What follows belongs to an exercise in optimizing a design on an open flow for a short achievable clock period and few clock cycles; a production flow would make more cautious choices. In this exercise RTL edits were held to simulation tests only and were not proved equivalent to the original.

Design mipsCore, start of the top module:
module mipsCore
(
    input  logic           clk,
    input  logic           rst,
    output mipsPkg::word_t instrAddr,
    input  mipsPkg::word_t instr,
    output mipsPkg::word_t dataAddr,
    output mipsPkg::word_t dataWrite,
    output logic           dataWriteEn,
    input  mipsPkg::word_t dataRead
);
For scale: ~8400 cells after synthesis, roughly 160 I/O pins.
clock: 11.0 ns
lec_check: 0
cap_margin: 20
core_margin: 2
core_utilization: 35
slew_margin: 20
standard.sh (not shown) runs the stock make flow with config.mk's settings and CLKGATE_MAP_FILE= SYNTH_SCRIPT=/design/flow/synth_recipe.tcl, a recipe that flattens the netlist after the stock synthesis.
==> flow/flow/run.sh <==
#!/bin/bash
# Standard ORFS layout (the standard.sh) with these changes:
# - timing repair aims well below the clock period, to push the achieved
#   period down;
# - the ports get real buffers (buf_4) instead of the smallest buffer;
# - adders are left to abc (no half/full adder cell extraction), and the
#   adders and a few small combinational blocks (zero and equality detection,
#   the F-stage BEQ resolution) are kept apart during abc so each is mapped
#   for depth on its own; the standard flow's synthesis script flattens them afterwards,
#   and every register stays in the top module, so register names are
#   unchanged.
# Each ORFS step writes its full log under orfs/logs/; this script's own
# output goes to run_standard.log.
set -euo pipefail
export SETUP_SLACK_MARGIN=${SETUP_SLACK_MARGIN:-6.5}
export ADDER_MAP_FILE=
export SYNTH_KEEP_MODULES="ksAdd32 ksAdd30 zeroDet brResolve eqDet"
export BUFFER_PORTS_ARGS="-buffer_cell sky130_fd_sc_hd__buf_4"
bash standard.sh finish > run_standard.log 2>&1
Testbench counts at the start, summed over its fixed seeds: cycles 104,177.
Change:
--- a/flow/design.v
+++ b/flow/design.v
@@ -393,41 +393,41 @@
         .wbZero1  (1'b0),
         .regZero  (regZero),
         .resolved (resolved),
         .taken    (taken)
     );
     logic [31:0] pcPlus4, branchTarget, jumpTarget, seqPc;
     assign pcPlus4 = pc + 32'd4;
     ksAdd30 target_i (
-        .a    (pcPlus4[31:2]),
+        .a    (pc[31:2]),
         .b    ({{14{fImm[15]}}, fImm}),
-        .cin  (1'b0),
+        .cin  (1'b1),
         .sum  (branchTarget[31:2]),
         .cout ()
     );
-    assign branchTarget[1:0] = pcPlus4[1:0];
+    assign branchTarget[1:0] = pc[1:0];
     assign jumpTarget = {pcPlus4[31:28], instr[25:0], 2'b00};
     localparam int NJ = 4;
     logic [NJ-1:0] jValid;
-    logic [NJ-1:0][31:2] jAddr;
+    logic [NJ-1:0][31:2] jKey;       
     logic [NJ-1:0][31:2] jTarget;
     logic [$clog2(NJ)-1:0] jNext;    
     logic          jIns;             
     logic [31:2]   jInsTarget;
     logic [31:2]   prevA;            
     logic [NJ-1:0] jHit;
     logic          fold;
     logic [31:0]   foldPc;
     always_comb
     begin
         foldPc = '0;
         for (int i = 0; i < NJ; i++)
         begin
-            jHit[i] = jValid[i] && (jAddr[i] == pcPlus4[31:2]);
+            jHit[i] = jValid[i] && (jKey[i] == pc[31:2]);
             foldPc  = foldPc | ({32{jHit[i]}} & {jTarget[i], 2'b00});
         end
     end
     assign fold = |jHit;
     assign seqPc = isJ ? jumpTarget : (fold ? foldPc : pcPlus4);
     always_ff @(posedge clk)
     begin
         if (rst)
@@ -444,17 +444,17 @@
         end
     end
     always_ff @(posedge clk)
     begin
         for (int i = 0; i < NJ; i++)
         begin
             if (jIns && (jNext == i))
             begin
-                jAddr[i]   <= prevA;
+                jKey[i]    <= prevA - 30'd1;
                 jTarget[i] <= jInsTarget;
             end
         end
     end
     always_ff @(posedge clk)
     begin
         jIns       <= isJ && !rst;
         jInsTarget <= jumpTarget[31:2];
The new run completed with no timing, DRC or antenna violations.
Final area fell by 5.9%.
Core utilization went down by 1.9 points.
Setup slack gains 0.11 ns.
Area after synthesis drops by about 2.2%.
Die area is lower by about 2.2%.
Fmax grows by about 2.4%.
Hold slack hardly moves.
Clock skew shrinks by 0.0037 ns.
Sequential share of layout area is higher by 2.3 points.
Testbench counts after the change, summed over its fixed seeds: cycles 104,177.

[port drivers added, routing unchanged]
Ports are ideal in the flow. The routed layouts listed here were re-timed in OpenROAD.
Step 1 (the two cells are an assumption about what drives the block):
set clk [get_ports {clk}]
set_driving_cell -lib_cell sky130_fd_sc_hd__clkbuf_16 $clk
set_driving_cell -lib_cell sky130_fd_sc_hd__buf_2 [delete_from_list [all_inputs] $clk]
Step 2 adds t to the input delays and takes it off the output delays; t is the mean of the earliest and latest rising clock arrival at the registers after step 1. Input paths then give back, and output paths get back, about the clock's delay inside the block.
a / b / c = ideal / step 1 / step 2; a / b = the first two.
run	shift t [ns]	slack for setup (ns)	hold slack, ns	clock arrival spread, ns	worst register clock-pin slew, ns
the first run	0.946	6.120 / 6.092 / 5.267	0.358 / 0.358 / 0.358	0.092 / 0.092	0.08 / 0.08
the second run	0.936	6.232 / 6.032 / 5.309	0.359 / 0.359 / 0.359	0.099 / 0.098	0.07 / 0.07
After both steps setup and hold are still met in every run listed. The setup slack of the second run, which loses most, moves by -0.200 ns with the drivers and by -0.923 ns with both steps.
